Background: an optimization exercise with open tools, aiming at small area. Do not read the settings as production practice. Where RTL was checked, it was by simulation tests only, not by an equivalence proof against the original. No functional check of the RTL was part of run 5. Power and IR drop assume default switching activity.

==> flow/design.v <==
module bin2sevenseg #(
  parameter int NDIG = 8
) (
  input  logic [4*NDIG-1:0] value,
  input  logic              neg,
  input  logic              err,
  output logic [7*NDIG-1:0] segs
);
  logic [NDIG:0] z;
  always_comb begin
    z[NDIG] = 1'b1;
    for (int k = NDIG - 1; k >= 0; k--)
      z[k] = z[k+1] && (value[4*k +: 4] == 4'd0);
    for (int k = 0; k < NDIG; k++) begin
      logic d3, d2, d1, d0, bl, mi;
      {d3, d2, d1, d0} = value[4*k +: 4];
      bl = (k == 0) ? 1'b0 : z[k];                            
      mi = (k == 0) ? 1'b0 : (neg && z[k] && (k == 1 || !z[k-1]));
      segs[7*k+0] = !bl && (d3 || d1 || !(d2 ^ d0));
      segs[7*k+1] = !bl && (!d2 || !(d1 ^ d0)) && !(k == 0 && err);
      segs[7*k+2] = !bl && (d2 || !d1 || d0) && !(k == 0 && err);
      segs[7*k+3] = !bl && (d3 || (!d2 && !d0) || (!d2 && d1) || (d1 && !d0) || (d2 && !d1 && d0));
      segs[7*k+4] = !bl && !d0 && (!d2 || d1);
      segs[7*k+5] = !bl && (d3 || (!d1 && !d0) || (d2 && !d1) || (d2 && !d0));
      segs[7*k+6] = (d3 || (d2 ^ d1) || (d1 && !d0)) || mi || (k == 0 && err);
    end
  end
endmodule
module bcd_add8 (
  input  logic [31:0] x,
  input  logic [31:0] y,
  input  logic        cin,
  output logic [31:0] s,
  output logic        cout
);
  always_comb begin
    logic c;
    logic [4:0] t;
    logic k10;
    c = cin;
    for (int k = 0; k < 8; k++) begin
      t   = {1'b0, x[4*k +: 4]} + {1'b0, y[4*k +: 4]} + {4'd0, c};
      k10 = t[4] || (t[3] && (t[2] || t[1]));
      s[4*k+0] = t[0];
      s[4*k+1] = t[1] ^ k10;
      s[4*k+2] = t[2] ^ (k10 && !t[1]);
      s[4*k+3] = t[3] ^ (k10 && (t[1] || t[2]));
      c = k10;
    end
    cout = c;
  end
endmodule
module calculator_top (
  input  logic        clock,
  input  logic        reset,
  input  logic [3:0]  cmd,
  output logic [55:0] displays,
  output logic [1:0]  status,
  output logic [2:0]  EA,
  output logic [2:0]  PE
);
  localparam logic [2:0] ENTER_A = 3'd0;
  localparam logic [2:0] ENTER_B = 3'd1;
  localparam logic [2:0] CALC    = 3'd2;
  localparam logic [2:0] RESULT  = 3'd3;
  localparam logic [2:0] ERROR   = 3'd4;
  logic [2:0]  state, next;
  logic [3:0]  prev_cmd;
  logic [1:0]  op;           
  logic [31:0] r_val;        
  logic [31:0] b_val;        
  logic [31:0] m_val;        
  logic        sign;
  logic        cy;           
  logic [4:0]  cnt;
  logic key_ok, is_digit, is_op, is_eq, is_clr;
  assign key_ok   = (cmd != prev_cmd) && (cmd != 4'd13);
  assign is_digit = key_ok && !(cmd[3] && (cmd[2] || cmd[1]));
  assign is_op    = key_ok && cmd[3] && (cmd[2] ? (cmd[1:0] == 2'b00) : cmd[1]);
  assign is_eq    = key_ok && (cmd == 4'd14);
  assign is_clr   = key_ok && (cmd == 4'd15);
  wire st_a    = (state == ENTER_A);
  wire st_b    = (state == ENTER_B);
  wire st_calc = (state == CALC);
  wire st_res  = (state == RESULT);
  wire st_err  = (state == ERROR);
  wire op_mul = !op[1];
  wire op_sub = op[1] && op[0];
  wire op_add = op[1] && !op[0];
  wire s0 = (cnt == 5'd0) || (cnt == 5'd3) || (cnt == 5'd6) || (cnt == 5'd9) ||
            (cnt == 5'd12) || (cnt == 5'd15) || (cnt == 5'd18) || (cnt == 5'd21);
  wire s1 = (cnt == 5'd1) || (cnt == 5'd4) || (cnt == 5'd7) || (cnt == 5'd10) ||
            (cnt == 5'd13) || (cnt == 5'd16) || (cnt == 5'd19) || (cnt == 5'd22);
  wire s2 = (cnt == 5'd2) || (cnt == 5'd5) || (cnt == 5'd8) || (cnt == 5'd11) ||
            (cnt == 5'd14) || (cnt == 5'd17) || (cnt == 5'd20) || (cnt == 5'd23);
  wire mul_done = (cnt == 5'd27);
  wire [3:0] md = m_val[31:28];
  wire md_ge5 = md[3] || (md[2] && (md[1] || md[0]));
  wire md_is1 = (md == 4'd1), md_is3 = (md == 4'd3), md_is4 = (md == 4'd4);
  wire md_is6 = (md == 4'd6), md_is7 = (md == 4'd7);
  wire md_is8 = (md == 4'd8), md_is9 = (md == 4'd9);
  wire mul1 = (s0 && md_is1) || (s1 && (md_is3 || md_is6)) || (s2 && md_is8);
  wire mul2 = (s0 && !md_ge5 && (md[2] || md[1])) ||
              (s1 && (md_is4 || md_is7 || md_is8 || md_is9)) || (s2 && md_is9);
  wire mul5 = s0 && md_ge5;
  logic [31:0] b2, b5, r9;
  always_comb begin
    for (int k = 0; k < 8; k++) begin
      logic [3:0] c, l, r;
      logic ge5, lge5, odd;
      logic [2:0] h;
      c    = b_val[4*k +: 4];
      l    = (k == 0) ? 4'd0 : b_val[4*k-4 +: 4];
      ge5  = c[3] || (c[2] && (c[1] || c[0]));
      lge5 = l[3] || (l[2] && (l[1] || l[0]));
      b2[4*k+0] = lge5;
      b2[4*k+1] = c[0] ^ ge5;
      b2[4*k+2] = (c[1] && !c[2]) || (c[2] && c[1] && c[0]) || (c[3] && !c[0]);
      b2[4*k+3] = (c[2] && !c[1] && !c[0]) || (c[3] && c[0]);
      odd = c[0];
      h   = l[3:1];
      b5[4*k+0] = h[0] ^ odd;
      b5[4*k+1] = odd ? (h[0] ^ h[1]) : h[1];
      b5[4*k+2] = odd ? !(h[2] || (h[1] && h[0])) : h[2];
      b5[4*k+3] = odd && (h[2] || (h[1] && h[0]));
      r = r_val[4*k +: 4];
      r9[4*k+0] = !r[0];
      r9[4*k+1] = r[1];
      r9[4*k+2] = r[1] ^ r[2];
      r9[4*k+3] = !(r[3] || r[2] || r[1]);
    end
  end
  wire b2_ovf = b_val[31] || (b_val[30] && (b_val[29] || b_val[28]));
  wire b5_ovf = b_val[31] || b_val[30] || b_val[29];
  wire a_room = (r_val[31:28] == 4'd0);
  wire b_room = (b_val[31:28] == 4'd0);
  logic xr, xr10, xr9, yd, yb, yb2, yb5, cin;
  always_comb begin
    xr = 1'b0; xr10 = 1'b0; xr9 = 1'b0;
    yd = 1'b0; yb = 1'b0; yb2 = 1'b0; yb5 = 1'b0; cin = 1'b0;
    if (!is_clr) begin
      case (state)
        ENTER_A: begin
          if (is_digit && a_room) begin xr10 = 1'b1; yd = 1'b1; end
          else xr = 1'b1;
        end
        ENTER_B: begin
          if (is_eq) begin
            xr = op_add; xr9 = op_sub; yb = !op_mul;
          end else xr = 1'b1;
        end
        CALC: begin
          if (op_add) xr = !cy;
          else if (op_sub) begin
            xr = cy; cin = cy; xr9 = !cy;
          end else begin
            xr10 = s0;
            xr   = !s0 && !(mul_done && cy);
            yb   = mul1; yb2 = mul2; yb5 = mul5;
          end
        end
        RESULT: begin
          if (is_digit) yd = 1'b1;
          else xr = 1'b1;
        end
        default: xr = 1'b1;    
      endcase
    end
  end
  logic [31:0] xv, yv, sum;
  logic        cout;
  assign xv = ({32{xr}} & r_val) | ({32{xr10}} & {r_val[27:0], 4'd0}) | ({32{xr9}} & r9);
  assign yv = ({32{yd}} & {28'd0, cmd}) | ({32{yb}} & b_val) | ({32{yb2}} & b2) | ({32{yb5}} & b5);
  bcd_add8 u_add (.x(xv), .y(yv), .cin(cin), .s(sum), .cout(cout));
  wire mul_ovf_step = cout || (s0 && !a_room) || (yb2 && b2_ovf) || (yb5 && b5_ovf);
  always_comb begin
    next = state;
    if (!reset || is_clr) begin
      next = ENTER_A;
    end else begin
      case (state)
        ENTER_A: if (is_op) next = ENTER_B;
        ENTER_B: if (is_eq) next = CALC;
        CALC: begin
          if (!op_mul)       next = (op_add && cy) ? ERROR : RESULT;
          else if (mul_done) next = cy ? ERROR : RESULT;
        end
        RESULT: begin
          if (is_digit)   next = ENTER_A;
          else if (is_op) next = ENTER_B;
        end
        ERROR:   next = ERROR;
        default: next = ENTER_A;
      endcase
    end
  end
  always_ff @(posedge clock or negedge reset) begin
    if (!reset) begin
      state    <= ENTER_A;
      prev_cmd <= 4'd13;
      r_val    <= '0;
    end else begin
      state    <= next;
      prev_cmd <= cmd;
      r_val    <= sum;
    end
  end
  always_ff @(posedge clock) begin
    if (st_calc && op_mul) cy <= cy || mul_ovf_step;
    else                   cy <= cout;
    if (st_calc) sign <= op_sub && cy;
    cnt <= st_calc ? cnt + 5'd1 : 5'd0;
    if (!st_calc)  m_val <= r_val;
    else if (s2)   m_val <= {m_val[27:0], 4'd0};
    if (st_b || st_calc) begin
      if (st_b && is_digit && b_room) b_val <= {b_val[27:0], cmd};
    end else begin
      b_val <= '0;
    end
    if (is_op && !st_calc) op <= cmd[1:0];
  end
  logic [55:0] num_segs;
  bin2sevenseg u_conv (
    .value ((st_b || st_calc) ? b_val : r_val),
    .neg   (st_res && sign),
    .err   (st_err),
    .segs  (displays)
  );
  assign status = st_calc ? 2'b01 : st_err ? 2'b10 : 2'b00;
  assign EA = state;
  assign PE = next;
endmodule
==> flow/run.sh <==
#!/bin/bash
# synth_recipe.tcl (not shown) runs the flow's synth.tcl, then flattens the netlist and writes it again
# the make line also repeats each setting of config.mk as NAME=value (left out here)
make -C /OpenROAD-flow-scripts/flow DESIGN_CONFIG=/design/flow/config.mk WORK_HOME=/design/flow/orfs CLKGATE_MAP_FILE= SYNTH_SCRIPT=/design/flow/synth_recipe.tcl finish
==> flow/config.mk <==
export PLATFORM = sky130hd
export DESIGN_NAME = calculator_top
export DESIGN_NICKNAME = calculator_top
export VERILOG_FILES = /design/flow/design.v
export SDC_FILE = /design/flow/constraint.sdc
export NUM_CORES = 4
export LEC_CHECK = 0
export CAP_MARGIN = 20
export CORE_MARGIN = 2
export CORE_UTILIZATION = 40
export SLEW_MARGIN = 20
==> flow/constraint.sdc <==
create_clock -name core_clock -period 50.0 [get_ports {clock}]
set_input_delay 10.0000 -clock core_clock [delete_from_list [all_inputs] [get_ports {clock}]]
set_output_delay 10.0000 -clock core_clock [all_outputs]
set_load 0.01 [all_outputs]
==> summary.txt, run 1 <==
outcome=finished clean; n_diodes=0; maximum fanout along the worst path=17; input/output buffers=between 60 and 70; drt via density=5.65; Final Skew=slightly above 0.01 ns; slowest cell on the critical path=and2_1; clk sink count=~110; Max Buffers Root-to-Sink=2; number of H-tree levels=3; WP data required=between 50 and 60 ns; max-slew violations=0; CTS tree=done; Yosys Warn Count=3; Hold Buf Count CTS=0; Final Hold Viols=0; slowest cell delay on critical path=about 0.83 ns; leading area contributor after synthesis=ha_1; Syn Nets=1368; postcts setup bufs=0; synthesized area=10100 um^2; max_slew headroom=between 30% and 40%; power per cell area=51.9 nW/um^2; highest clock rate=41.6 MHz; Worst R2R Setup Slack=between 30 and 40 ns; Netlist cell types=85; post-synthesis sequential area ratio=27.6%; EDFF count, synth=35; Top delay family on crit path=adder cells; Top cell by count, worst path=fa_1; CP endpoint kind=register; die width=between 150 and 200 um; Worst-Margin Slew=about 1 ns; Routed Antenna Nets=0; Switching Share=a little over two fifths; Post-Place Worst Slack=~26 ns; initial core utilization=about two fifths; pin count of the biggest net entering global routing=54; DR WL/cell=roughly 18 um; Placed Area=about 11000 um^2; post-synth top area share=13.1%; min-delay worst type=reg -> reg; ys flop type=dfxtp_1; Seq pwr share=23.7%; Synth Instances=between 1000 and 1500; first-pass GRT wire length=about 47000 um; most frequent cells in the layout=181 x nand2_1, 114 x nor2_1, 106 x ha_1; vias in the first global route=about 8600; Root Buffer=clkbuf_16; FP Rows=a little under 60; switching power=roughly 250 uW; final worst slack=between 20 and 30 ns; total CTS buffers=9; synth top area cells=ha_1 13%, edfxtp_1 10%, dfrtp_1 8.9%; Final period util=between 40 and 50%; gr usage total=about 22%; die area=roughly 27000 um^2; CP Launch Type=input port; Setup TNS Final=0 ns; RSZ-0062 raised after global routing=false; drt initial violations=approximately 680; post-layout instance area=approximately 11000 um^2; Clock Power Share=about an eighth; core area=between 20000 and 30000 um^2; synth-to-layout area growth=11.3%; drt pass-1 iters=5; via count=between 9000 and 10000; fraction of layout cells with a size suffix above 1=roughly 5.7%; initial antenna violation count=0; GRT Residual Overflow=0; Ports=70; Lkg Pwr=~5.1 nW; critical setup path kind=in -> reg; max_cap viols=0; WP buf/inv=5; DP HPWL=21000 um; die height=roughly 160 um; Total Power=between 500 and 600 uW; WHS=around 0.5 ns; Comb power frac=63.3%; Placer Congestion=0.842; most common cell after layout, fill and taps aside=nand2_1; maximum vdd ir drop=0.0434 mV; worst skew pair latency=0.37 ns; Setup Viol. Count Final=0; min Tclk post-route=~24 ns; final WL=29200 um; DRC=0; ys async rst share=roughly a third; CP arrival=roughly 24 ns; CTS resizes=0; fin nets=between 1000 and 1500; Int Power=336 uW; Synth Area per Inst=approximately 8.2 um^2; synthesized flop and latch total=roughly 110; Clock transition at path regs=0.07 ns
## synthesized netlist by cell type, types with 11 or more instances
master / number
a211oi_1: 13
a21o_1: 16
a21oi_1: 75
a221o_1: 35
a22o_1: 18
a22oi_1: 13
and2_1: 11
buf_2: 12
clkbuf_1: 49
dfrtp_1: 36
dfxtp_1: 38
edfxtp_1: 35
fa_1: 16
ha_1: 106
inv_1: 90
nand2_1: 181
nand3_1: 23
nor2_1: 115
nor2b_1: 14
nor3_1: 37
nor4_1: 12
o21ai_0: 74
xor2_1: 25
## per-layer routing
metal | up-vias | track usage [%] | part of all wire, %
met1 | 4300 | 31.6 | 47
met5 | - | 0 | 0
met2 | 237 | 35.8 | 46
met3 | 44 | 2.64 | 4.4
li1 | 4429 | - | -
met4 | 0 | 7.08 | 2.7
## state kept, by name (all words and copies together), names as in the netlist, 2 cells and up
signal / cells
b_val: 32
cnt: 5
m_val: 32
op: 2
prev_cmd: 4
r_val: 32
state: 3
## power by group through the flow
stage	Clock [mW]	Sequential (mW)	Combinational, mW
6_report	0.0757	0.139	0.370
4_1_cts	0.0769	0.138	0.374
3_5_place_dp	0	0.140	0.370
2_1_floorplan	0	0.129	0.213
5_1_grt	0.0802	0.141	0.409
3_3_place_gp	0	0.140	0.368
## worst paths after layout
kind,startpoint,to,cells after the start
max,cmd[2],r_val[30],52
min reg2reg,cnt[0],cnt[0],1
max reg2reg,state[2],r_val[30],51
max in group asynchronous,reset,r_val[28],2
min in group asynchronous,reset,r_val[5],2
min,cnt[0],cnt[0],1
## cell families after synthesis
group / after synthesis / share of synthesized area [%]
adders and majority gates: 122 / 16.3
DFF: 112 / 27.6
AOI/OAI and AO/OA: 326 / 22.4
and+or+nand+nor: 464 / 21.8
muxes: 17 / 1.78
buffers and inverters: 165 / 6.97
xor gates and xnor gates: 34 / 3.20
## area by class of cell
class | instances | area [um^2]
Tap cell | 330 | 413
Clock inverter | 1 | 8.76
Clock buffer | 15 | 289
Multi-Input combinational cell | 963 | 6640
Inverter | 90 | 338
Fill cell | 2562 | 13800
Timing Repair Buffer | 83 | 791
Sequential cell | 112 | 2790
## worst reg2reg max path: cells and delay by family, from the launching register on
family | cells | cell delay, ns
AO/OA/AOI/OAI | 16 | 3.06
buffers and inverters | 4 | 0.28
adder cells (fa/ha/maj) | 17 | 6.97
XOR/XNOR | 5 | 0.95
AND/OR/NAND/NOR | 9 | 2.96
flip-flops | 1 | 0.60
## through the flow
stage | cells | utilization (%)
2_1_floorplan | 1240 | -
3_3_place_gp | 1578 | 43.8
3_5_place_dp | 1578 | 43.8
4_1_cts | 1594 | 45.0
5_1_grt | 1594 | 45.0
6_report | 1594 | 45.0
==> run 2, diff against run 1 <==
==> flow/flow/run.sh (new file) <==
#!/bin/bash
# Layout flow: the standard synthesis, then the combinational logic is re-mapped
# for area with ABC (flip-flops, their names and cell types untouched), then the
# standard layout from that netlist.
set -euo pipefail
WORK=$(pwd)
RES=orfs/results/${FLOW_PLATFORM}/calculator_top/base

# 1. standard synthesis
bash standard.sh synth > std_synth.log 2>&1
cp $RES/1_2_yosys.v synth_std.v
mv orfs orfs_std

# 2. area re-mapping of the combinational logic
LIB=$FLOW_HOME/platforms/$FLOW_PLATFORM/lib/sky130_fd_sc_hd__tt_025C_1v80.lib
DU=$(for c in $(sed -n '/DONT_USE_CELLS/,/^$/p' $FLOW_HOME/platforms/$FLOW_PLATFORM/config.mk | grep -o 'sky130_fd_sc_hd__[a-z0-9_]*'); do echo -n " -dont_use $c"; done)
cat > reopt.ys <<EOS
read_liberty -ignore_miss_func $LIB
setattr -mod -set keep_hierarchy 1 sky130_fd_sc_hd__df* sky130_fd_sc_hd__edf* sky130_fd_sc_hd__sdf* sky130_fd_sc_hd__conb_1
read_verilog synth_std.v
hierarchy -top $FLOW_TOP
flatten
opt -purge
abc -liberty $LIB $DU -script $WORK/flow/area.abc
splitnets
opt_clean -purge
hilomap -singleton -hicell sky130_fd_sc_hd__conb_1 HI -locell sky130_fd_sc_hd__conb_1 LO
insbuf -buf sky130_fd_sc_hd__buf_4 A X
opt_clean -purge
tee -o reopt_stat.txt stat -liberty $LIB
select $FLOW_TOP
write_verilog -noattr -noexpr -nohex -nodec -selected $WORK/reopt.v
EOS
yosys -s reopt.ys > reopt.log 2>&1

# 3. standard layout of the re-mapped netlist
bash standard.sh SYNTH_NETLIST_FILES=$WORK/reopt.v finish > layout.log 2>&1
==> flow/flow/area.abc (new file) <==
strash
&get -n
&deepsyn -T 30
&put
dch -f
amap
topo
==> flow/standard.sh (new file) <==
#!/bin/bash
# synth_recipe.tcl (not shown) runs the flow's synth.tcl, then flattens the netlist and writes it again
# the make line also repeats each setting of config.mk as NAME=value (left out here)
make -C /OpenROAD-flow-scripts/flow DESIGN_CONFIG=/design/flow/config.mk WORK_HOME=/design/flow/orfs CLKGATE_MAP_FILE= SYNTH_SCRIPT=/design/flow/synth_recipe.tcl "${@:-finish}"
removed: flow/run.sh
==> summary.txt, run 2 <==
Max Buffers Root-to-Sink=2 (unchanged); WP buf/inv=8 (+3); met2 wire length=11300 um (-15%); n_diodes=0 (unchanged); crit path to=cy; Final Skew=0.0111 ns (+0.000730 ns); Hold Buf Count CTS=0 (unchanged); slowest cell delay on critical path=0.78 ns (-0.05 ns); highest routed layer=met4; RSZ-0062 raised after global routing=false; maximum fanout along the worst path=18 (+1); most common cell after layout, fill and taps aside=nor2_1; most frequent cells in the layout=223 x nor2_1, 131 x clkinv_1, 112 x nand2_1; GRT Residual Overflow=0 (unchanged); highest clock rate=40.7 MHz (-2.2%); worst r2r src=cnt[0]; first-pass GRT wire length=38800 um (-18%); Clock transition at path regs=0.08 ns (about the same); met1 WL=11000 um (-20%); Largest regs=b_val x32, m_val x32, r_val x32; WP data required=50.26 ns (-0.02 ns); CTS resizes=0 (unchanged); metal3 WL=1850 um (+43%); gr usage total=24.6% (+2.2 points); outcome=finished clean; max-slew violations=0 (unchanged); R2R depth=92 (+80%); die width=143 um (-12%); Ports=70 (unchanged); Top delay family on crit path=compound AO/OA/AOI/OAI gates; DP HPWL=17700 um (-15%); max_slew headroom=29.4% (-2.6 points); initial core utilization=41.0% (+0.57 points); Yosys Warn Count=0 (-3); synth-to-layout area growth=18.1%; Synth Area per Inst=7.08 um^2 (-13%); Top cell by count, worst path=nor2_1; final WL=24800 um (-15%); fin nets=1186 (-14%); RR Endpoint=cy; Critical Path Start=cmd[1]; via count=8338 (-7.5%); critical setup path kind=in -> reg; Setup Viol. Count Final=0 (unchanged); CP Launch Type=input port; Root Buffer=clkbuf_16; number of H-tree levels=3 (unchanged); Final Hold Viols=0 (unchanged); drt pass-1 iters=5 (unchanged); CP arrival=24.84 ns (+0.51 ns); CTS tree=done; Routed Antenna Nets=0 (unchanged); min Tclk post-route=24.57 ns (+0.531 ns); core area=18800 um^2 (-25%); Final period util=49.1% (+1.1 points); max_cap viols=0 (unchanged); die height=143 um (-12%); Lkg Pwr=3.21 nW (-36%); Worst-Margin Slew=1.06 ns (+0.0376 ns); Placer Congestion=0.872 (+3.6%); die area=20400 um^2 (-23%); total CTS buffers=9 (unchanged); CP endpoint kind=register; DRC=0 (unchanged); DR WL/cell=17.5 um (-4.5%); Final Core Density=48.4% (+3.4 points); postcts setup bufs=0 (unchanged); vias in the first global route=7319 (-15%); Syn Nets=1093 (-20%); power per cell area=58.9 nW/um^2 (+14%); slowest cell on the critical path=clkinv_1; FP Rows=50 (-14%); synthesized area=7690 um^2 (-24%); Worst R2R Setup Slack=35.34 ns (+0.23 ns); Worst path depth=90 (+73%); min-delay worst type=reg -> reg; Setup TNS Final=0 ns (unchanged); pin count of the biggest net entering global routing=55 (+1.9%); drt via density=5.88 (+4.0%); worst skew pair latency=0.37 ns (about the same); Synth Instances=1087 (-12%); clk sink count=112 (unchanged); drt initial violations=671 (-0.59%); initial antenna violation count=0 (unchanged); fraction of layout cells with a size suffix above 1=3.54% (-2.2 points); maximum vdd ir drop=0.0332 mV (-24%); input/output buffers=69 (unchanged)
==> run 2: cell count changes in the layout (fill, tap and decap cells not counted), sizes merged, moves of 35 or more <==
cell / change
inv: -84
nand2: -69
o22ai: +63
clkinv: +131
nor2: +110
ha: -106
a221o: -35
==> run 2: through the flow <==
| stage | hold WS [ns] | std cells | area, um^2 | setup WS, ns | total power [mW] |
|---|---|---|---|---|---|
| after global routing | 0.498 | 1419 | 9090 | 23.52 | 0.581 |
| after floorplan | 0.426 | 1087 | 7690 | 27.70 | 0.345 |
| final | 0.474 | 1419 | 9090 | 25.43 | 0.535 |
| after CTS | 0.477 | 1419 | 9090 | 25.67 | 0.537 |
| after detailed placement | 0.457 | 1403 | 8800 | 25.34 | 0.460 |
| after global placement | 0.446 | 1403 | 8800 | 25.87 | 0.458 |
==> run 2: cell type report <==
| type | count | area [um^2] |
|---|---|---|
| Fill cell | 1893 | 9680 |
| Multi-Input combinational cell | 841 | 4420 |
| Sequential cell | 112 | 2790 |
| Timing Repair Buffer | 85 | 806 |
| Inverter | 131 | 492 |
| Tap cell | 234 | 293 |
| Clock buffer | 9 | 225 |
| Clock inverter | 7 | 66.3 |
==> run 2: power by group <==
part	switching (mW)	internal, mW	total, mW
sequential	0.0184	0.125	0.143
combinational	0.180	0.137	0.317
clock	0.0393	0.0356	0.0749
==> run 2: worst min path at each step <==
stage,from,to,cells after the start
after floorplan,cnt[0],cnt[0],1
after global placement,cnt[0],cnt[0],1
after detailed placement,cnt[0],cnt[0],1
after CTS,cnt[0],cnt[0],1
after global routing,cnt[0],cnt[0],1
final,cnt[0],cnt[0],1
==> run 2: metal layers <==
metal,vias to the layer above,global-route usage (%)
li1,4163,-
met1,3853,32.2
met2,269,39.5
met3,53,6.34
met4,0,8.70
met5,-,0
==> run 3, diff against run 2 <==
--- a/flow/flow/run.sh
+++ b/flow/flow/run.sh
@@ -21,7 +21,7 @@
 hierarchy -top $FLOW_TOP
 flatten
 opt -purge
-abc -liberty $LIB $DU -script $WORK/flow/area.abc
+abc -liberty $LIB $DU -script $WORK/flow/area.abc $FLOW_TOP
 splitnets
 opt_clean -purge
 hilomap -singleton -hicell sky130_fd_sc_hd__conb_1 HI -locell sky130_fd_sc_hd__conb_1 LO
==> summary.txt, run 3 <==
postcts setup bufs=0 (unchanged); CP arrival=24.84 ns (about the same); number of H-tree levels=3 (unchanged); drt initial violations=671 (unchanged); drt via density=5.88 (unchanged); clk sink count=112 (unchanged); Yosys Warn Count=0 (unchanged); drt pass-1 iters=5 (unchanged); max-slew violations=0 (unchanged); DP HPWL=17700 um (unchanged); Final period util=49.1% (unchanged); Final Core Density=48.4% (unchanged); Critical Path Start=cmd[1]; fraction of layout cells with a size suffix above 1=3.54% (unchanged); CP Launch Type=input port; WP data required=50.26 ns (about the same); synth-to-layout area growth=18.1% (unchanged); via count=8338 (unchanged); fin nets=1186 (unchanged); gr usage total=24.6% (unchanged); Root Buffer=clkbuf_16; Total Power=535 uW (unchanged); die height=143 um (unchanged); core area=18800 um^2 (unchanged); Placer Congestion=0.872 (unchanged); worst skew pair latency=0.37 ns (about the same); Lkg Pwr=3.21 nW (unchanged); Worst-Margin Slew=1.06 ns (unchanged); GRT Residual Overflow=0 (unchanged); critical setup path kind=in -> reg; slowest cell delay on critical path=0.78 ns (about the same); non-filler cells, final=1419 (unchanged); worst r2r src=cnt[0]; synthesized area=7690 um^2 (unchanged); die area=20400 um^2 (unchanged); Setup Viol. Count Final=0 (unchanged); maximum vdd ir drop=0.0332 mV (unchanged); max_cap viols=0 (unchanged); input/output buffers=69 (unchanged); Worst R2R Setup Slack=35.34 ns (about the same); CTS tree=done; Setup TNS Final=0 ns (unchanged); vias in the first global route=7319 (unchanged); total CTS buffers=9 (unchanged); Hold Buf Count CTS=0 (unchanged); Synth Area per Inst=7.08 um^2 (unchanged); Largest regs=b_val x32, m_val x32, r_val x32; placed instance count=1403 (unchanged); n_diodes=0 (unchanged); WHS=0.474 ns (unchanged); initial core utilization=41.0% (unchanged); pin count of the biggest net entering global routing=55 (unchanged); RR Endpoint=cy; Synth Instances=1087 (unchanged); crit path to=cy; slowest cell on the critical path=clkinv_1; CTS resizes=0 (unchanged); DRC=0 (unchanged); die width=143 um (unchanged); maximum fanout along the worst path=18 (unchanged); min-delay worst type=reg -> reg; min Tclk post-route=24.57 ns (unchanged); Syn Nets=1093 (unchanged); R2R depth=92 (unchanged); outcome=finished clean; final WL=24800 um (unchanged); CP endpoint kind=register; most frequent cells in the layout=223 x nor2_1, 131 x clkinv_1, 112 x nand2_1; first-pass GRT wire length=38800 um (unchanged); highest clock rate=40.7 MHz (unchanged); DR WL/cell=17.5 um (unchanged); Routed Antenna Nets=0 (unchanged); FP Rows=50 (unchanged); Ports=70 (unchanged); most common cell after layout, fill and taps aside=nor2_1; Max Buffers Root-to-Sink=2 (unchanged); min-delay src=cnt[0]; max_slew headroom=29.4% (unchanged); Final Skew=0.0111 ns (unchanged); power per cell area=58.9 nW/um^2 (unchanged); Top cell by count, worst path=nor2_1; Clock transition at path regs=0.08 ns (about the same); Final Hold Viols=0 (unchanged); RSZ-0062 raised after global routing=false; initial antenna violation count=0 (unchanged)
==> run 3: cell counts in the layout (fill, tap and decap cells not counted) <==
Identical to the previous run, type by type.
==> run 3: layer usage <==
layer,GRT usage [%],routed length (um)
met4,8.70,697
met3,6.34,1850
met2,39.5,11300
met5,0,0
met1,32.2,11000
==> run 3: power by group <==
group	switching [mW]	total, mW	internal, mW
clock network	0.0393	0.0749	0.0356
logic	0.180	0.317	0.137
registers	0.0184	0.143	0.125
total	0.238	0.535	0.298
==> run 3: worst max-delay path: cells and delay by family <==
kind / cells / cell delay (ns)
buffers and inverters: 8 / 2.14
AO/OA/AOI/OAI: 35 / 6.75
AND/OR/NAND/NOR: 47 / 5.94
==> run 3: per-stage QoR <==
stage / setup WS, ns / instance area, um^2
detailed placement: 25.34 / 8800
CTS: 25.67 / 9090
floorplan: 27.70 / 7690
global route: 23.52 / 9090
finish: 25.43 / 9090
global placement: 25.87 / 8800
==> run 3: worst min path at each step <==
stage / cells after the start / to / slack (ns)
after CTS: 1 / cnt[0] / 0.48
after global placement: 1 / cnt[0] / 0.45
final: 1 / cnt[0] / 0.47
after global routing: 1 / cnt[0] / 0.50
after floorplan: 1 / cnt[0] / 0.43
after detailed placement: 1 / cnt[0] / 0.46
==> run 3: cell type report <==
cell class / count / area [um^2]
Tap cell: 234 / 293
Clock buffer: 9 / 225
Multi-Input combinational cell: 841 / 4420
Clock inverter: 7 / 66.3
Sequential cell: 112 / 2790
Fill cell: 1893 / 9680
Timing Repair Buffer: 85 / 806
Inverter: 131 / 492
==> run 4, diff against run 3 <==
--- a/flow/flow/run.sh
+++ b/flow/flow/run.sh
@@ -34,4 +34,4 @@
 yosys -s reopt.ys > reopt.log 2>&1
 
 # 3. standard layout of the re-mapped netlist
-bash standard.sh SYNTH_NETLIST_FILES=$WORK/reopt.v finish > layout.log 2>&1
+bash standard.sh SYNTH_NETLIST_FILES=$WORK/reopt.v "BUFFER_PORTS_ARGS=-buffer_cell sky130_fd_sc_hd__buf_1" "CTS_ARGS=-sink_clustering_enable -repair_clock_nets -buf_list sky130_fd_sc_hd__clkbuf_8 -dont_use_dummy_load" finish > layout.log 2>&1
==> summary.txt, run 4 <==
Lkg Pwr=2.95 nW (-8.1%); die width=143 um (unchanged); total CTS buffers=9 (unchanged); power per cell area=54.6 nW/um^2 (-7.3%); worst skew pair latency=0.39 ns (+0.02 ns); Top cell by count, worst path=nor2_1; synth-to-layout area growth=10.8%; input/output buffers=69 (unchanged); Clock transition at path regs=0.09 ns (about the same); final WL=23500 um (-5.3%); Critical Path Start=cmd[1]; min-delay src=cnt[0]; fin nets=1187 (+0.084%); initial core utilization=41.0% (unchanged); fraction of layout cells with a size suffix above 1=3.05% (-0.49 points); initial antenna violation count=0 (unchanged); vias in the first global route=7334 (+0.20%); max_cap viols=0 (unchanged); Comb power frac=59.3% (about the same); slowest cell on the critical path=clkinv_1; max-slew violations=0 (unchanged); Largest regs=b_val x32, m_val x32, r_val x32; Seq pwr share=30.8% (+4.0 points); Synth Instances=1087 (unchanged); Final period util=48.4% (-0.76 points); Switching Share=48.5% (+4.1 points); drt via density=5.79 (-1.4%); maximum fanout along the worst path=18 (unchanged); clk sink count=112 (unchanged); synthesized area=7690 um^2 (unchanged); max_slew headroom=31.8% (+2.4 points); Setup TNS Final=0 ns (unchanged); Worst-Margin Slew=1.02 ns (-0.0360 ns); drt pass-1 iters=5 (unchanged); DR WL/cell=16.7 um (-4.9%); min-delay worst type=reg -> reg; highest clock rate=41.3 MHz (+1.6%); non-filler cells, final=1413 (-0.42%); placed instance count=1404 (+0.071%); Final Skew=0.0215 ns (+0.0104 ns); Syn Nets=1093 (unchanged); Ports=70 (unchanged); core area=18800 um^2 (unchanged); Yosys Warn Count=0 (unchanged); GRT Residual Overflow=0 (unchanged); via count=8183 (-1.9%); Final Hold Viols=0 (unchanged); Root Buffer=clkbuf_8; most common cell after layout, fill and taps aside=nor2_1; slowest cell delay on critical path=0.83 ns (+0.05 ns); drt initial violations=697 (+3.9%); critical setup path kind=in -> reg; FP Rows=50 (unchanged); most frequent cells in the layout=223 x nor2_1, 131 x clkinv_1, 112 x nand2_1; DRC=0 (unchanged); gr usage total=23.8% (-0.84 points); CTS tree=done; CP endpoint kind=register; Clock Power Share=9.9% (-4.1 points); die height=143 um (unchanged); Placer Congestion=0.875 (+0.33%); Hold Buf Count CTS=0 (unchanged); DP HPWL=17400 um (-1.7%); CP arrival=24.47 ns (-0.37 ns); Synth Area per Inst=7.08 um^2 (unchanged); Max Buffers Root-to-Sink=2 (unchanged); switching power=225 uW (-5.1%); WHS=0.474 ns (-0.000720 ns); outcome=finished clean; maximum vdd ir drop=0.0258 mV (-22%); CP Launch Type=input port; Routed Antenna Nets=0 (unchanged); CTS resizes=0 (unchanged); RSZ-0062 raised after global routing=false; number of H-tree levels=3 (unchanged); first-pass GRT wire length=38100 um (-1.8%); pin count of the biggest net entering global routing=55 (unchanged); worst r2r src=cnt[0]; Int Power=240 uW (-19%); postcts setup bufs=0 (unchanged); die area=20400 um^2 (unchanged); min Tclk post-route=24.19 ns (-0.378 ns); WP data required=50.28 ns (+0.02 ns); Setup Viol. Count Final=0 (unchanged); n_diodes=0 (unchanged)
-- run 4: cell count changes in the layout (fill, tap and decap cells not counted), moves of 2 or more --
cell	change
buf_1	+68
clkbuf_16	-9
clkdlybuf4s50_1	-68
inv_8	-2
inv_6	-5
clkbuf_8	+9
-- run 4: cell type report --
class,count,area (um^2)
fill,1944,10200
multi-input combinational,841,4420
timing repair buffer,86,408
inverter,131,492
clock buffer,9,124
sequential,112,2790
tap,234,293
-- run 4: metrics by stage --
step / power (mW) / worst slack (ns) / utilization [%] / area, um^2
2_1_floorplan: 0.345 / 27.70 / - / 7690
3_3_place_gp: 0.416 / 26.19 / 44.6 / 8370
3_5_place_dp: 0.419 / 25.60 / 44.8 / 8400
4_1_cts: 0.467 / 25.94 / 45.4 / 8520
5_1_grt: 0.511 / 23.92 / 45.4 / 8520
6_report: 0.465 / 25.81 / 45.4 / 8520
-- run 4: worst paths after layout --
| path | end | depth (start not counted) | slack [ns] |
|---|---|---|---|
| worst max-delay path | cy | 90 | 25.81 |
| worst min-delay path | cnt[0] | 1 | 0.47 |
| worst max register to register | cy | 92 | 35.33 |
| worst min register to register | cnt[0] | 1 | 0.47 |
| max in group asynchronous | r_val[28] | 2 | 39.90 |
| min in group asynchronous | state[2] | 2 | 9.69 |
-- run 4: routing by layer --
metal	share of wire, %	GRT usage, %	vias up
li1	-	-	4162
met1	45	31.3	3713
met2	47	39.9	274
met3	6.4	4.86	34
met4	1.9	6.36	0
met5	0	0	-
-- run 4: power by group through the flow --
stage | Clock (mW) | Sequential (mW) | Combinational (mW)
after CTS | 0.0479 | 0.143 | 0.276
after detailed placement | 0 | 0.145 | 0.274
after floorplan | 0 | 0.139 | 0.206
final | 0.0461 | 0.143 | 0.276
after global routing | 0.0509 | 0.146 | 0.314
after global placement | 0 | 0.145 | 0.271
-- run 4: worst max-delay path: cells and delay by family --
kind | cells | cell delay (ns)
buf+inv | 8 | 1.80
compound gates | 36 | 7.07
simple gates | 46 | 5.60
==> run 5, diff against run 4 <==
--- a/flow/design.v
+++ b/flow/design.v
@@ -65,16 +65,17 @@
   localparam logic [2:0] RESULT  = 3'd3;
   localparam logic [2:0] ERROR   = 3'd4;
   logic [2:0]  state, next;
-  logic [3:0]  prev_cmd;
+  logic [3:0]  prev_x;
   logic [1:0]  op;           
   logic [31:0] r_val;        
   logic [31:0] b_val;        
   logic [31:0] m_val;        
   logic        sign;
   logic        cy;           
-  logic [4:0]  cnt;
+  logic [1:0]  ph;
+  logic        fl;
   logic key_ok, is_digit, is_op, is_eq, is_clr;
-  assign key_ok   = (cmd != prev_cmd) && (cmd != 4'd13);
+  assign key_ok   = ((cmd ^ 4'd13) != prev_x) && (cmd != 4'd13);
   assign is_digit = key_ok && !(cmd[3] && (cmd[2] || cmd[1]));
   assign is_op    = key_ok && cmd[3] && (cmd[2] ? (cmd[1:0] == 2'b00) : cmd[1]);
   assign is_eq    = key_ok && (cmd == 4'd14);
@@ -87,13 +88,11 @@
   wire op_mul = !op[1];
   wire op_sub = op[1] && op[0];
   wire op_add = op[1] && !op[0];
-  wire s0 = (cnt == 5'd0) || (cnt == 5'd3) || (cnt == 5'd6) || (cnt == 5'd9) ||
-            (cnt == 5'd12) || (cnt == 5'd15) || (cnt == 5'd18) || (cnt == 5'd21);
-  wire s1 = (cnt == 5'd1) || (cnt == 5'd4) || (cnt == 5'd7) || (cnt == 5'd10) ||
-            (cnt == 5'd13) || (cnt == 5'd16) || (cnt == 5'd19) || (cnt == 5'd22);
-  wire s2 = (cnt == 5'd2) || (cnt == 5'd5) || (cnt == 5'd8) || (cnt == 5'd11) ||
-            (cnt == 5'd14) || (cnt == 5'd17) || (cnt == 5'd20) || (cnt == 5'd23);
-  wire mul_done = (cnt == 5'd27);
+  wire mul_act  = !(m_val[31] && m_val[30]);
+  wire s0 = mul_act && (ph == 2'd0);
+  wire s1 = mul_act && (ph == 2'd1);
+  wire s2 = mul_act && (ph == 2'd2);
+  wire mul_done = fl;
   wire [3:0] md = m_val[31:28];
   wire md_ge5 = md[3] || (md[2] && (md[1] || md[0]));
   wire md_is1 = (md == 4'd1), md_is3 = (md == 4'd3), md_is4 = (md == 4'd4);
@@ -134,6 +133,9 @@
   wire b5_ovf = b_val[31] || b_val[30] || b_val[29];
   wire a_room = (r_val[31:28] == 4'd0);
   wire b_room = (b_val[31:28] == 4'd0);
+  wire b_shift = st_b && is_digit && b_room;
+  wire op_load = is_op && !st_calc;
+  wire b_hold  = (st_b || st_calc) && !b_shift;
   logic xr, xr10, xr9, yd, yb, yb2, yb5, cin;
   always_comb begin
     xr = 1'b0; xr10 = 1'b0; xr9 = 1'b0;
@@ -197,27 +199,24 @@
   always_ff @(posedge clock or negedge reset) begin
     if (!reset) begin
       state    <= ENTER_A;
-      prev_cmd <= 4'd13;
+      prev_x   <= 4'd0;
       r_val    <= '0;
     end else begin
       state    <= next;
-      prev_cmd <= cmd;
+      prev_x   <= cmd ^ 4'd13;
       r_val    <= sum;
     end
   end
   always_ff @(posedge clock) begin
     if (st_calc && op_mul) cy <= cy || mul_ovf_step;
     else                   cy <= cout;
-    if (st_calc) sign <= op_sub && cy;
-    cnt <= st_calc ? cnt + 5'd1 : 5'd0;
-    if (!st_calc)  m_val <= r_val;
-    else if (s2)   m_val <= {m_val[27:0], 4'd0};
-    if (st_b || st_calc) begin
-      if (st_b && is_digit && b_room) b_val <= {b_val[27:0], cmd};
-    end else begin
-      b_val <= '0;
-    end
-    if (is_op && !st_calc) op <= cmd[1:0];
+    sign <= (st_calc && op_sub && cy) || (!st_calc && sign);
+    ph <= (!st_calc || ph == 2'd2) ? 2'd0 : ph + 2'd1;
+    fl <= st_calc && (fl || (!mul_act && ph == 2'd2));
+    m_val <= ({32{!st_calc}} & r_val) | ({32{st_calc && s2}} & {m_val[27:0], 4'hF})
+           | ({32{st_calc && !s2}} & m_val);
+    b_val <= ({32{b_shift}} & {b_val[27:0], cmd}) | ({32{b_hold}} & b_val);
+    op <= ({2{op_load}} & cmd[1:0]) | ({2{!op_load}} & op);
   end
   logic [55:0] num_segs;
   bin2sevenseg u_conv (
==> summary.txt, run 5 <==
outcome=finished clean; final WL=25700 um (+9.0%); maximum fanout along the worst path=18 (unchanged); input/output buffers=69 (unchanged); highest routed layer=met4; via count=8519 (+4.1%); Synth Instances=1116 (+2.7%); initial antenna violation count=0 (unchanged); min-delay worst type=reg -> reg; Clock transition at path regs=0.12 ns (+0.03 ns); postcts setup bufs=0 (unchanged); power per cell area=61.6 nW/um^2 (+13%); pin count of the biggest net entering global routing=53 (-3.6%); Worst-Margin Slew=1.04 ns (+0.0181 ns); drt initial violations=828 (+19%); Clock Power Share=9.1% (-0.8 points); WP data required=50.27 ns (about the same); Syn Nets=1122 (+2.7%); Placer Congestion=0.935 (+6.9%); n_diodes=0 (unchanged); die area=19900 um^2 (-2.0%); Lkg Pwr=2.96 nW (+0.34%); clk sink count=110 (-1.8%); GRT Residual Overflow=0 (unchanged); most common cell after layout, fill and taps aside=nor2_1; RSZ-0062 raised after global routing=false; Final period util=50.1% (+1.7 points); Largest regs=b_val x32, m_val x32, r_val x32; Comb power frac=64.0% (+4.7 points); worst skew pair latency=0.41 ns (+0.02 ns); DR WL/cell=17.8 um (+7.0%); drt pass-1 iters=6 (+1); drt via density=5.92 (+2.2%); WHS=0.437 ns (-0.0363 ns); Routed Antenna Nets=0 (unchanged); initial core utilization=40.5% (-0.45 points); Setup Viol. Count Final=0 (unchanged); CP arrival=25.33 ns (+0.86 ns); CTS tree=done; FP Rows=50 (unchanged); Seq pwr share=26.9% (-3.9 points); fill count=1992 (+2.5%); synthesized area=7530 um^2 (-2.1%); Int Power=250 uW (+4.1%); DP HPWL=18700 um (+7.0%); fraction of layout cells with a size suffix above 1=2.65% (-0.40 points); met1 WL=11500 um (+8.5%); core area=18600 um^2 (-1.0%); vias in the first global route=7565 (+3.1%); die width=141 um (-1.0%); CP Launch Type=input port; Hold Buf Count CTS=0 (unchanged); Ports=70 (unchanged); first-pass GRT wire length=40800 um (+7.1%); DRC=0 (unchanged); number of H-tree levels=3 (unchanged); Setup TNS Final=0 ns (unchanged); metal3 WL=1900 um (+27%); switching power=264 uW (+17%); Yosys Warn Count=0 (unchanged); slowest cell delay on critical path=0.77 ns (-0.06 ns); fin nets=1214 (+2.3%); Max Buffers Root-to-Sink=2 (unchanged); gr usage total=26.0% (+2.2 points); met2 wire length=11400 um (+4.2%); highest clock rate=39.9 MHz (-3.4%); max_cap viols=0 (unchanged); synth-to-layout area growth=10.6%; CP endpoint kind=register; critical setup path kind=in -> reg; max_slew headroom=30.4% (-1.4 points); CTS resizes=0 (unchanged); die height=141 um (-1.0%); Top cell by count, worst path=nor2_1; most frequent cells in the layout=229 x nor2_1, 170 x clkinv_1, 113 x o21ai_0; max-slew violations=0 (unchanged); Synth Area per Inst=6.75 um^2 (-4.6%); Root Buffer=clkbuf_8; total CTS buffers=9 (unchanged); Switching Share=51.4% (+2.9 points); maximum vdd ir drop=0.0314 mV (+22%); slowest cell on the critical path=nor2_1; Final Hold Viols=0 (unchanged); min Tclk post-route=25.06 ns (+0.863 ns); Final Skew=0.0344 ns (+0.0129 ns)
-- run 5: changes by cell type in the layout (fill, tap and decap cells not counted), sizes merged, moves of 5 or more --
| cell | change |
|---|---|
| o22ai | -16 |
| dfxtp | +31 |
| nor2 | +6 |
| nand2 | -17 |
| or3 | -5 |
| edfxtp | -33 |
| clkinv | +39 |
| and2 | -6 |
| a222oi | +21 |
| a21o | +6 |
-- run 5: path summary, 6_finish.rpt --
path                                start   endpoint  slack (ns)  cells past startpoint
max in group asynchronous           reset  r_val[27]       39.89                      2
worst max register to register   state[1]         cy       34.37                     83
min in group asynchronous           reset   r_val[4]        9.68                      2
worst min-delay path            m_val[12]  m_val[16]        0.44                      2
worst max-delay path               cmd[1]         cy       24.94                     86
worst min register to register  m_val[12]  m_val[16]        0.44                      2
-- run 5: area by class of cell --
type                    count  area (um^2)  share of cell area [%]
clock buffers               9          124                    1.49
flip-flops and latches    110         2420                    29.0
well taps                 234          293                    3.51
repair buffers             84          373                    4.47
inverters                 170          638                    7.66
multi-input cells         833         4490                    53.9
-- run 5: metrics by stage --
stage                     cells  setup slack, ns  cell area, um^2  power, mW  util (%)
after floorplan            1116            26.73             7530      0.379         -
after global placement     1431            25.54             8210      0.461      44.2
after detailed placement   1431            24.80             8210      0.465      44.2
after CTS                  1440            25.17             8340      0.513      44.9
after global routing       1440            22.91             8340      0.567      44.9
final                      1440            24.94             8340      0.513      44.9
-- run 5: metal layers --
| layer | up-vias | GRT usage, % |
|---|---|---|
| met5 | - | 0 |
| met4 | 0 | 9.74 |
| met3 | 52 | 4.76 |
| met2 | 345 | 41.4 |
| met1 | 3891 | 35.3 |
| li1 | 4231 | - |
-- run 5: power groups by stage --
stage	combinational [mW]	clock (mW)	sequential (mW)
floorplan	0.244	0	0.135
global placement	0.321	0	0.140
detailed placement	0.326	0	0.140
CTS	0.327	0.0479	0.138
global route	0.374	0.0511	0.142
finish	0.329	0.0467	0.138
-- run 5: critical path, delay by kind of cell --
kind | cells | cell delay, ns
AND/OR/NAND/NOR | 43 | 6.08
AO/OA/AOI/OAI | 29 | 6.34
buffers and inverters | 14 | 2.88
==> run 6, diff against run 5 <==
--- a/flow/design.v
+++ b/flow/design.v
@@ -34,12 +34,17 @@
   output logic        cout
 );
   always_comb begin
-    logic c;
+    logic c, cb;
     logic [4:0] t;
     logic k10;
     c = cin;
     for (int k = 0; k < 8; k++) begin
-      t   = {1'b0, x[4*k +: 4]} + {1'b0, y[4*k +: 4]} + {4'd0, c};
+      cb = c;
+      for (int i = 0; i < 4; i++) begin
+        t[i] = x[4*k+i] ^ y[4*k+i] ^ cb;
+        cb   = (x[4*k+i] & y[4*k+i]) | (cb & (x[4*k+i] ^ y[4*k+i]));
+      end
+      t[4] = cb;
       k10 = t[4] || (t[3] && (t[2] || t[1]));
       s[4*k+0] = t[0];
       s[4*k+1] = t[1] ^ k10;
@@ -216,7 +221,7 @@
     m_val <= ({32{!st_calc}} & r_val) | ({32{st_calc && s2}} & {m_val[27:0], 4'hF})
            | ({32{st_calc && !s2}} & m_val);
     b_val <= ({32{b_shift}} & {b_val[27:0], cmd}) | ({32{b_hold}} & b_val);
-    op <= ({2{op_load}} & cmd[1:0]) | ({2{!op_load}} & op);
+    op <= op_load ? cmd[1:0] : (st_err ? 2'b00 : op);
   end
   logic [55:0] num_segs;
   bin2sevenseg u_conv (
==> flow/flow/run.sh (replaced) <==
#!/bin/bash
# Layout flow: ORFS synthesis with an area-oriented ABC mapping (flow/area_synth.tcl,
# flow/area.abc), checked to leave the same registers (names and cell types) as the
# standard synthesis; then the standard layout with the smallest buffer on each port and
# a clock tree without dummy loads. Tool output: *.log here and orfs*/logs/.
set -euo pipefail
WORK=$(pwd)
RES=orfs/results/${FLOW_PLATFORM}/calculator_top/base
regs() { grep -E '^\s+sky130_fd_sc_hd__\S+ ' "$1" | awk '$1 ~ /__(df|edf|sdf|dl)/ {print $1, $2}' | sort; }

# 1. the standard synthesis, for its register list
bash standard.sh synth > std_synth.log 2>&1
regs $RES/1_2_yosys.v > regs_std.txt
mv orfs orfs_std

# 2. area-oriented synthesis
export AREA_ABC_SCRIPT=$WORK/flow/area.abc
bash standard.sh SYNTH_SCRIPT=$WORK/flow/area_synth.tcl ADDER_MAP_FILE= synth > area_synth.log 2>&1
regs $RES/1_2_yosys.v > regs_area.txt
if ! cmp -s regs_std.txt regs_area.txt || [ ! -s regs_std.txt ]; then
  echo "registers differ from the standard synthesis: using the standard netlist" | tee -a area_synth.log
  rm -rf orfs
  mv orfs_std orfs
fi

# 3. layout
bash standard.sh SYNTH_SCRIPT=$WORK/flow/area_synth.tcl ADDER_MAP_FILE= \
  "BUFFER_PORTS_ARGS=-buffer_cell sky130_fd_sc_hd__buf_1" \
  "CTS_ARGS=-sink_clustering_enable -repair_clock_nets -buf_list sky130_fd_sc_hd__clkbuf_8 -sink_clustering_size 10 -sink_clustering_max_diameter 40 -dont_use_dummy_load" \
  CAP_MARGIN=0 SLEW_MARGIN=0 finish > layout.log 2>&1
==> flow/flow/area_synth.tcl (new file) <==
proc synth {args} { yosys synth -nofsm -noshare {*}$args }
# Area mapping: the standard synthesis script with ABC given flow/area.abc.
# Technology mapping with an area-oriented ABC script in place of the standard one.
proc abc {args} {
  set i [lsearch -exact $args -script]
  if { $i >= 0 } { lset args [expr { $i + 1 }] $::env(AREA_ABC_SCRIPT) }
  set j [lsearch -exact $args -D]
  if { $j >= 0 } { set args [lreplace $args $j [expr { $j + 1 }]] }
  yosys abc {*}$args
}
source $::env(SCRIPTS_DIR)/synth.tcl
# left out here: clear keep_hierarchy, flatten, clean up, hide names made inside functions, write 1_2_yosys.v
==> summary.txt, run 6 <==
Top cell by count, worst path=nor2_1; Int Power=221 uW (-11%); CP Launch Type=input port; synthesized flop and latch total=110; drt pass-1 iters=22 (+16); slowest cell on the critical path=nor2_1; met2 wire length=10400 um (-9.2%); Lkg Pwr=2.72 nW (-8.2%); number of H-tree levels=3 (unchanged); Setup Viol. Count Final=0 (unchanged); CP endpoint kind=register; placed instance count=1387 (-3.1%); metal3 WL=1600 um (-16%); most common cell after layout, fill and taps aside=nor2_1; Ports=70 (unchanged); WHS=0.481 ns (+0.0441 ns); Placer Congestion=0.897 (-4.1%); post-synth top area share=18.6%; Hold Buf Count CTS=0 (unchanged); most common library cells after synthesis=210 x nor2_1, 130 x clkinv_1, 124 x o21ai_0; DP HPWL=17500 um (-6.4%); FP Rows=49 (-2.0%); Syn Nets=1087 (-3.1%); first-pass GRT wire length=37300 um (-8.6%); Netlist cell types=46; ys flop type=dfxtp_1; min-delay src=m_val[21]; Placed Area=8040 um^2 (-2.1%); CTS tree=done; pin count of the biggest net entering global routing=61 (+15%); Root Buffer=clkbuf_8; RR Endpoint=r_val[30]; final WL=23500 um (-8.3%); non-filler cells, final=1396 (-3.1%); DRC=0 (unchanged); Final Skew=0.0280 ns (-0.00643 ns); drt via density=5.88 (-0.67%); Synth Instances=1081 (-3.1%); maximum fanout along the worst path=24 (+6); Worst-Margin Slew=1.13 ns (+0.0910 ns); max_slew headroom=24.2% (-6.2 points); hold endpoint=m_val[25]; R2R depth=89 (+7.2%); vias in the first global route=7212 (-4.7%); top-count cell post-synth=nor2_1; Final Hold Viols=0 (unchanged); slowest cell delay on critical path=0.91 ns (+0.14 ns); CP arrival=25.15 ns (-0.18 ns); die width=140 um (-0.81%); min-delay worst type=reg -> reg; Total Power=437 uW (-15%); post-layout instance area=8160 um^2 (-2.1%); input/output buffers=69 (unchanged); EDFF count, synth=2; final worst slack=25.12 ns (+0.182 ns); max_cap viols=0 (unchanged); postcts setup bufs=0 (unchanged); post-synthesis sequential area ratio=between 30% and 40%; Seq pwr share=31.3% (+4.4 points); Comb power frac=58.6% (-5.4 points); Synth Area per Inst=6.85 um^2 (+1.5%); Worst R2R Setup Slack=33.75 ns (-0.62 ns); maximum vdd ir drop=0.0222 mV (-29%); clk sink count=110 (unchanged); power per cell area=53.6 nW/um^2 (-13%); Hold Crit Depth=2 (unchanged); met1 WL=11100 um (-3.7%); worst r2r src=state[1]; core area=18100 um^2 (-2.7%); DR WL/cell=16.9 um (-5.4%); GRT Residual Overflow=0 (unchanged); leading area contributor after synthesis=dfxtp_1; fin nets=1175 (-3.2%); Clock Power Share=10.2% (+1.1 points); Routed Antenna Nets=0 (unchanged); initial antenna violation count=0 (unchanged); Clock transition at path regs=0.11 ns (about the same); Critical Path Start=cmd[1]; most frequent cells in the layout=210 x nor2_1, 130 x clkinv_1, 124 x o21ai_0; Final Core Density=45.1% (+0.26 points); initial core utilization=41.0% (+0.42 points); synth-to-layout area growth=10.2%; min Tclk post-route=24.88 ns (-0.182 ns); ys async rst share=around 35%; max-slew violations=0 (unchanged); n_diodes=0 (unchanged); gr usage total=23.7% (-2.3 points); drt initial violations=703 (-15%); critical setup path kind=in -> reg; fraction of layout cells with a size suffix above 1=1.97% (-0.68 points); CTS resizes=0 (unchanged); fill count=1883 (-5.5%); WP data required=50.27 ns (about the same); highest routed layer=met4; Largest regs=b_val x32, m_val x32, r_val x32; switching power=216 uW (-18%); RSZ-0062 raised after global routing=false; synthesized area=7410 um^2 (-1.7%); synth top area cells=dfxtp_1 19%, dfrtp_1 13%, nor2_1 11%; Post-Place Worst Slack=24.99 ns (+0.198 ns); total CTS buffers=9 (unchanged); worst skew pair latency=0.39 ns (-0.02 ns); Switching Share=49.5% (-1.9 points); outcome=finished clean; die height=140 um (-0.81%); via count=8203 (-3.7%); highest clock rate=40.2 MHz (+0.73%); Setup TNS Final=0 ns (unchanged); Max Buffers Root-to-Sink=2 (unchanged); die area=19600 um^2 (-1.6%); Yosys Warn Count=3 (+3); Final period util=49.8% (-0.36 points)
run 6: worst max-delay path by stage:
stage | endpoint | depth (start not counted) | slack, ns
after floorplan | r_val[30] | 87 | 27.28
after global placement | r_val[30] | 90 | 25.55
after detailed placement | r_val[30] | 90 | 24.99
after CTS | r_val[30] | 90 | 25.37
after global routing | r_val[30] | 90 | 23.15
final | r_val[30] | 90 | 25.12
run 6: logic make-up (layout without fill, tap and decap cells):
| logic type | count (synthesis) | after routing | synth area share [%] |
|---|---|---|---|
| compound gates | 415 | 415 | 35.8 |
| simple gates | 425 | 425 | 24.9 |
| flops | 110 | 110 | 32.6 |
| buf+inv | 131 | 217 | 6.69 |
run 6: power groups by stage:
| stage | Sequential, mW | Clock [mW] | Combinational, mW |
|---|---|---|---|
| after CTS | 0.136 | 0.0462 | 0.255 |
| after global placement | 0.137 | 0 | 0.252 |
| final | 0.137 | 0.0445 | 0.256 |
| after floorplan | 0.131 | 0 | 0.189 |
| after global routing | 0.139 | 0.0487 | 0.290 |
| after detailed placement | 0.137 | 0 | 0.254 |
run 6: critical path: cells and delay by family:
kind,cells,cell delay [ns]
AO/OA/AOI/OAI,34,6.60
buffers and inverters,11,2.06
AND/OR/NAND/NOR,45,6.50
run 6: per-layer routing:
metal / GRT usage, % / vias up
met4: 7.12 / 0
li1: - / 4133
met3: 3.76 / 38
met2: 37.5 / 285
met1: 33.4 / 3747
met5: 0 / -
run 6: area by class of cell:
class / count / area [um^2] / share of cell area, %
inverters: 130 / 488 / 5.98
repair buffers: 78 / 328 / 4.02
well taps: 229 / 287 / 3.51
clock buffers: 9 / 124 / 1.52
flip-flops and latches: 110 / 2420 / 29.6
multi-input cells: 840 / 4520 / 55.4
==> run 7, diff against run 6 <==
--- a/flow/flow/run.sh
+++ b/flow/flow/run.sh
@@ -27,4 +27,4 @@
 bash standard.sh SYNTH_SCRIPT=$WORK/flow/area_synth.tcl ADDER_MAP_FILE= \
   "BUFFER_PORTS_ARGS=-buffer_cell sky130_fd_sc_hd__buf_1" \
   "CTS_ARGS=-sink_clustering_enable -repair_clock_nets -buf_list sky130_fd_sc_hd__clkbuf_8 -sink_clustering_size 10 -sink_clustering_max_diameter 40 -dont_use_dummy_load" \
-  CAP_MARGIN=0 SLEW_MARGIN=0 finish > layout.log 2>&1
+  "PLACE_PINS_ARGS=-exclude left:* -exclude right:*" finish > layout.log 2>&1
==> summary.txt, run 7 <==
R2R depth=90 (+1.1%); drt pass-1 iters=8 (-64%); highest clock rate=40.5 MHz (+0.81%); power per cell area=54.2 nW/um^2 (+1.1%); Setup TNS Final=0 ns (unchanged); Final Core Density=45.3% (+0.18 points); CTS tree=done; leading area contributor after synthesis=dfxtp_1; die height=140 um (unchanged); Hold Buf Count CTS=0 (unchanged); initial antenna violation count=0 (unchanged); DP HPWL=18100 um (+3.6%); maximum vdd ir drop=0.0312 mV (+41%); WHS=0.485 ns (+0.00397 ns); Final Skew=0.0309 ns (+0.00292 ns); die width=140 um (unchanged); die area=19600 um^2 (unchanged); total CTS buffers=9 (unchanged); max_slew headroom=34.5% (+10 points); Root Buffer=clkbuf_8; synthesized flop and latch total=110 (unchanged); Multi-input gate area=4520 um^2 (about the same); Syn Nets=1087 (unchanged); RSZ-0062 raised after global routing=false; met1 WL=10800 um (-2.4%); met2 wire length=11600 um (+11%); critical setup path kind=in -> reg; synth top area cells=dfxtp_1 19%, dfrtp_1 13%, nor2_1 11%; Largest regs=b_val x32, m_val x32, r_val x32; Routed Antenna Nets=0 (unchanged); slowest cell on the critical path=o41ai_1; Lkg Pwr=2.74 nW (+0.71%); synth-to-layout area growth=10.6%; drt initial violations=733 (+4.3%); final WL=24800 um (+5.2%); fill count=1862 (-1.1%); CP Launch Type=input port; Worst R2R Setup Slack=34.07 ns (+0.32 ns); Clock transition at path regs=0.10 ns (about the same); input/output buffers=69 (unchanged); Hold Crit Depth=2 (unchanged); DRC=0 (unchanged); Synth Instances=1081 (unchanged); top-count cell post-synth=nor2_1; post-synth top area share=18.6% (unchanged); Final Hold Viols=0 (unchanged); Max Buffers Root-to-Sink=2 (unchanged); Worst-Margin Slew=0.976 ns (-0.156 ns); gr usage total=24.8% (+1.1 points); Placer Congestion=0.931 (+3.8%); maximum fanout along the worst path=18 (-25%); n_diodes=0 (unchanged); synthesized area=7410 um^2 (unchanged); min Tclk post-route=24.68 ns (-0.199 ns); Yosys Warn Count=3 (unchanged); Netlist cell types=46 (unchanged); fin nets=1179 (+0.34%); outcome=finished clean; worst skew pair latency=0.40 ns (about the same); EDFF count, synth=2 (unchanged); metal3 WL=1540 um (-4.0%); max-slew violations=0 (unchanged); pin count of the biggest net entering global routing=47 (-23%); most frequent cells in the layout=210 x nor2_1, 130 x clkinv_1, 124 x o21ai_0; max_cap viols=0 (unchanged); GRT Residual Overflow=0 (unchanged); CP arrival=24.93 ns (-0.22 ns); highest routed layer=met4; crit path to=r_val[30]; Final period util=49.4% (-0.40 points); slowest cell delay on critical path=0.70 ns (-0.21 ns); Register Area=2420 um^2 (unchanged); clk sink count=110 (unchanged); drt via density=5.91 (+0.52%); vias in the first global route=7347 (+1.9%); Setup Viol. Count Final=0 (unchanged); Top cell by count, worst path=nor2_1; Synth Area per Inst=6.85 um^2 (unchanged); FP Rows=49 (unchanged); Critical Path Start=cmd[1]; initial core utilization=41.0% (unchanged); WP data required=50.25 ns (-0.02 ns); ys async rst share=35.5% (unchanged); DR WL/cell=17.7 um (+4.9%); RR Endpoint=r_val[30]; ys flop type=dfxtp_1; most common library cells after synthesis=210 x nor2_1, 130 x clkinv_1, 124 x o21ai_0; fraction of layout cells with a size suffix above 1=2.31% (+0.33 points); most common cell after layout, fill and taps aside=nor2_1; core area=18100 um^2 (unchanged); first-pass GRT wire length=38700 um (+3.8%); Ports=70 (unchanged); min-delay worst type=reg -> reg; CP endpoint kind=register; postcts setup bufs=0 (unchanged); worst r2r src=state[1]; post-synthesis sequential area ratio=32.6% (unchanged); via count=8269 (+0.80%); CTS resizes=0 (unchanged); number of H-tree levels=3 (unchanged)
==> run 7: cell count changes in the layout (fill, tap and decap cells not counted), sizes merged <==
cell,delta
buf,+4
==> run 7: worst min path at each step <==
stage | endpoint | from
6_report | m_val[10] | m_val[6]
5_1_grt | m_val[10] | m_val[6]
4_1_cts | m_val[10] | m_val[6]
3_5_place_dp | m_val[29] | m_val[25]
3_3_place_gp | m_val[29] | m_val[25]
2_1_floorplan | m_val[28] | m_val[24]
==> run 7: cell type report <==
class | instances | share of cell area, %
Multi-Input combinational cell | 840 | 55.2
Sequential cell | 110 | 29.5
Inverter | 130 | 5.96
Timing Repair Buffer | 82 | 4.37
Tap cell | 229 | 3.50
Clock buffer | 9 | 1.51
==> run 7: through the flow <==
stage               worst slack (ns)  std cells  total power [mW]  area (um^2)
finish                         25.32       1400             0.444         8190
CTS                            25.50       1400             0.444         8190
global route                   22.92       1400             0.483         8190
detailed placement             25.17       1391             0.397         8070
global placement               25.80       1391             0.395         8070
floorplan                      27.28       1081             0.319         7410
==> run 7: kinds of logic (layout without fill, tap and decap cells) <==
logic type	count (synthesis)	count (layout)	share of synthesized area, %
buffers and inverters	131	221	6.69
and+or+nand+nor	425	425	24.9
AOI/OAI and AO/OA	415	415	35.8
DFF	110	110	32.6
==> run 7: critical path: cells and delay by family <==
kind | cells | cell delay, ns
simple gates | 48 | 6.31
buf+inv | 13 | 2.18
compound gates | 34 | 6.45
==> run 7: routing by layer <==
metal	global-route usage, %	vias up
met2	40.8	261
met4	9.57	0
met3	4.10	39
met1	32.8	3833
met5	0	-
li1	-	4136
==> run 7: where the power goes <==
part	switching (mW)	internal, mW	total [mW]
logic	0.169	0.0905	0.260
clock network	0.0294	0.0163	0.0457
registers	0.0235	0.115	0.138
total	0.222	0.222	0.444

## separate check: timing with driven ports
Ports are ideal in the flow. The routed layouts listed here were re-timed in OpenROAD. Step 1: set_driving_cell puts a clkbuf_16 on clock and a buf_2 on each other input, an assumption about the parent block. Step 2 moves the port delays by t, midway between the first and last clock arrival at a register: inputs arrive t later, outputs are due t later. That takes back most of the time a late clock gives input paths. a / b / c = ideal ports / drivers / drivers and shift; a / b = the first two.
run | shift t [ns] | setup WS [ns] | worst slew at a driven data input, ns | pins driven straight from the clock port
run 1 | 0.406 | 25.959 / 25.975 / 25.568 | 0.03 | 1
run 2 | 0.410 | 25.428 / 25.438 / 25.028 | 0.04 | 1
run 3 | 0.410 | 25.428 / 25.438 / 25.028 | 0.04 | 1
run 4 | 0.422 | 25.805 / 25.811 / 25.389 | 0.04 | 1
run 5 | 0.431 | 24.942 / 24.959 / 24.528 | 0.03 | 1
run 6 | 0.416 | 25.124 / 25.138 / 24.722 | 0.03 | 1
run 7 | 0.418 | 25.323 / 25.335 / 24.916 | 0.03 | 1
After both steps setup and hold are still met in every run listed. The setup slack of run 4, which loses most, moves by +0.006 ns with the drivers and by -0.416 ns with both steps.
